From an optimization exercise on the open Yosys and OpenROAD flow, aimed at small area; shortcuts taken in it are not production practice. The RTL was checked by simulation tests, not by an equivalence proof against the original design. No activity file was given, so power comes from the tool's default toggle rates.

==> inputs of build 37 <==
==> flow/design.v (excerpt) <==
module programmable_pulse_generator #(
    parameter int NUM_CH = 4,
    parameter int CNT_W  = pulse_gen_pkg::DEFAULT_CNT_W
) (
    input  logic              clk,
    input  logic              rst,
    input  logic [NUM_CH-1:0] start,
    input  logic [NUM_CH-1:0] stop,
    input  logic [1:0]        mode,
    input  logic [CNT_W-1:0]  delay_cfg,
    input  logic [CNT_W-1:0]  width_cfg,
    input  logic [CNT_W-1:0]  period_cfg,
    input  logic [CNT_W-1:0]  count_cfg,
    output logic [NUM_CH-1:0] pulse,
    output logic [NUM_CH-1:0] busy,
    output logic [NUM_CH-1:0] done
);
    logic             gated, per_le1;
    logic [CNT_W-1:0] wcl, lm1, load_cnt, load_pl;
    logic [CNT_W:0]   lc;
    assign gated   = (mode == pulse_gen_pkg::MODE_GATED);
    assign per_le1 = (period_cfg[CNT_W-1:1] == '0);
    assign wcl = {width_cfg[CNT_W-1:1], width_cfg[0] | (width_cfg == '0)};
    logic [CNT_W-1:0] pg, pp, gg, gp;
    assign pg = period_cfg & ~wcl;
    assign pp = period_cfg ^ ~wcl;
    always_comb begin
        gg = pg;
        gp = pp;
        for (int d = 1; d < CNT_W; d = d * 2)
            for (int i = 2 * d - 1; i < CNT_W; i = i + 2 * d) begin
                gg[i] = gg[i] | (gp[i] & gg[i-d]);
                gp[i] = gp[i] & gp[i-d];
            end
        for (int d = CNT_W / 4; d >= 1; d = d / 2)
            for (int i = 3 * d - 1; i < CNT_W; i = i + 2 * d) begin
                gg[i] = gg[i] | (gp[i] & gg[i-d]);
                gp[i] = gp[i] & gp[i-d];
  ...
export LEC_CHECK = 0
export CAP_MARGIN = 20
export CORE_MARGIN = 2
export CORE_UTILIZATION = 40
export CTS_BUF_LIST = sky130_fd_sc_hd__clkbuf_8
export CTS_CLUSTER_DIAMETER = 60
export CTS_CLUSTER_SIZE = 16
export PLACE_DENSITY = 0.8
export SLEW_MARGIN = 20
create_clock -name core_clock -period 5.5 [get_ports {clk}]
standard.sh (not shown) runs the stock make flow with config.mk's settings and CLKGATE_MAP_FILE= SYNTH_SCRIPT=/design/flow/synth_recipe.tcl, a recipe that flattens the netlist after the stock synthesis.
==> flow/flow/run.sh <==
#!/bin/bash
# Standard layout (standard.sh) with these changes:
#  - synthesis maps logic with an area-oriented ABC script (flow/abc_area.script)
#    and leaves adders to ABC (no adder cell extraction); registers and their
#    names are untouched, only combinational logic is mapped differently;
#  - every input and output port gets the smallest buffer (buf_1);
#  - CTS (same settings as config.mk) inserts no dummy loads.
set -euo pipefail
rm -rf scripts_custom
cp -r "$FLOW_HOME/scripts" scripts_custom
cp flow/abc_area.script scripts_custom/abc_speed.script
export SCRIPTS_DIR="$PWD/scripts_custom"
export ADDER_MAP_FILE=
export BUFFER_PORTS_ARGS="-buffer_cell sky130_fd_sc_hd__buf_1"
export CTS_ARGS="-sink_clustering_enable -repair_clock_nets -sink_clustering_size 16 -sink_clustering_max_diameter 60 -buf_list sky130_fd_sc_hd__clkbuf_8 -dont_use_dummy_load"
bash standard.sh > standard_flow.log 2>&1
==> flow/flow/abc_area.script <==
&get -n
&st
&dch
&nf -R 1000
&st
&dch
&nf -R 1000
&put
topo
stime -c
==> trial 26: changes against build 37 <==
--- a/flow/flow/run.sh
+++ b/flow/flow/run.sh
@@ -12,5 +12,5 @@
 export SCRIPTS_DIR="$PWD/scripts_custom"
 export ADDER_MAP_FILE=
 export BUFFER_PORTS_ARGS="-buffer_cell sky130_fd_sc_hd__buf_1"
-export CTS_ARGS="-sink_clustering_enable -repair_clock_nets -sink_clustering_size 16 -sink_clustering_max_diameter 60 -buf_list sky130_fd_sc_hd__clkbuf_8 -dont_use_dummy_load"
+export CTS_ARGS="-sink_clustering_enable -repair_clock_nets -sink_clustering_size 25 -sink_clustering_max_diameter 80 -buf_list sky130_fd_sc_hd__clkbuf_16 -dont_use_dummy_load"
 bash standard.sh > standard_flow.log 2>&1
Settings changed: CAP_MARGIN 20 to 0, CTS_BUF_LIST sky130_fd_sc_hd__clkbuf_8 to sky130_fd_sc_hd__clkbuf_16, CTS_CLUSTER_DIAMETER 60 to 80, CTS_CLUSTER_SIZE 16 to 25, PLACE_DENSITY 0.8 to not set, SLEW_MARGIN 20 to 0.
==> qor summary <==
	build 37	trial 26
Switching share of total power	0.255	0.250
Outcome	complete, no violations	complete, no violations
Number of DRC markers after the initial detailed-route iteration	1210	1121
Routed vias	10450	10197
Switching power summed over all nets	986 uW	1.02 mW
Filler Cells Inserted	2890	3038
Maximum fanout along the worst path	4	15
Clock network power consumption	961 uW	1.17 mW
Total design power	3.86 mW	4.07 mW
Final Cycle Share	0.810	0.788
Hold Path Origin	g_ch[1].u_ch.nhq[2]	g_ch[3].u_ch.nhq[4]
Critical Path End	g_ch[3].u_ch.nlq[15]	g_ch[0].u_ch.nlq[0]
Clock period minus final worst setup slack	4.46 ns	4.33 ns
Hold WS	0.435 ns	0.441 ns
Sequential share of power	0.648	0.613

==> port drivers added, routing unchanged <==
No port has a modelled driver above. Below, the same layouts with a new extraction and two added sets of constraints. Step 1, drivers: a clkbuf_16 drives clk and a buf_2 each remaining input, both assumed. Step 2 adds t to the input delays and takes it off the output delays; t is the mean of the earliest and latest rising clock arrival at the registers after step 1. Input paths then give back, and output paths get back, about the clock's delay inside the block. Three values: ideal ports, drivers, drivers and shift; two values: the first two.
run | t, ns | slack for setup (ns) | worst hold slack (ns) | pins driven straight from the clock port
build 37 | 0.576 | 1.042 / 1.063 / 0.488 | 0.435 / 0.435 / 0.435 | 1
trial 26 | 0.533 | 1.165 / 1.191 / 0.658 | 0.441 / 0.441 / 0.441 | 1
After both steps setup and hold are still met in every run listed. The setup slack of build 37, which loses most, moves by +0.021 ns with the drivers and by -0.554 ns with both steps.
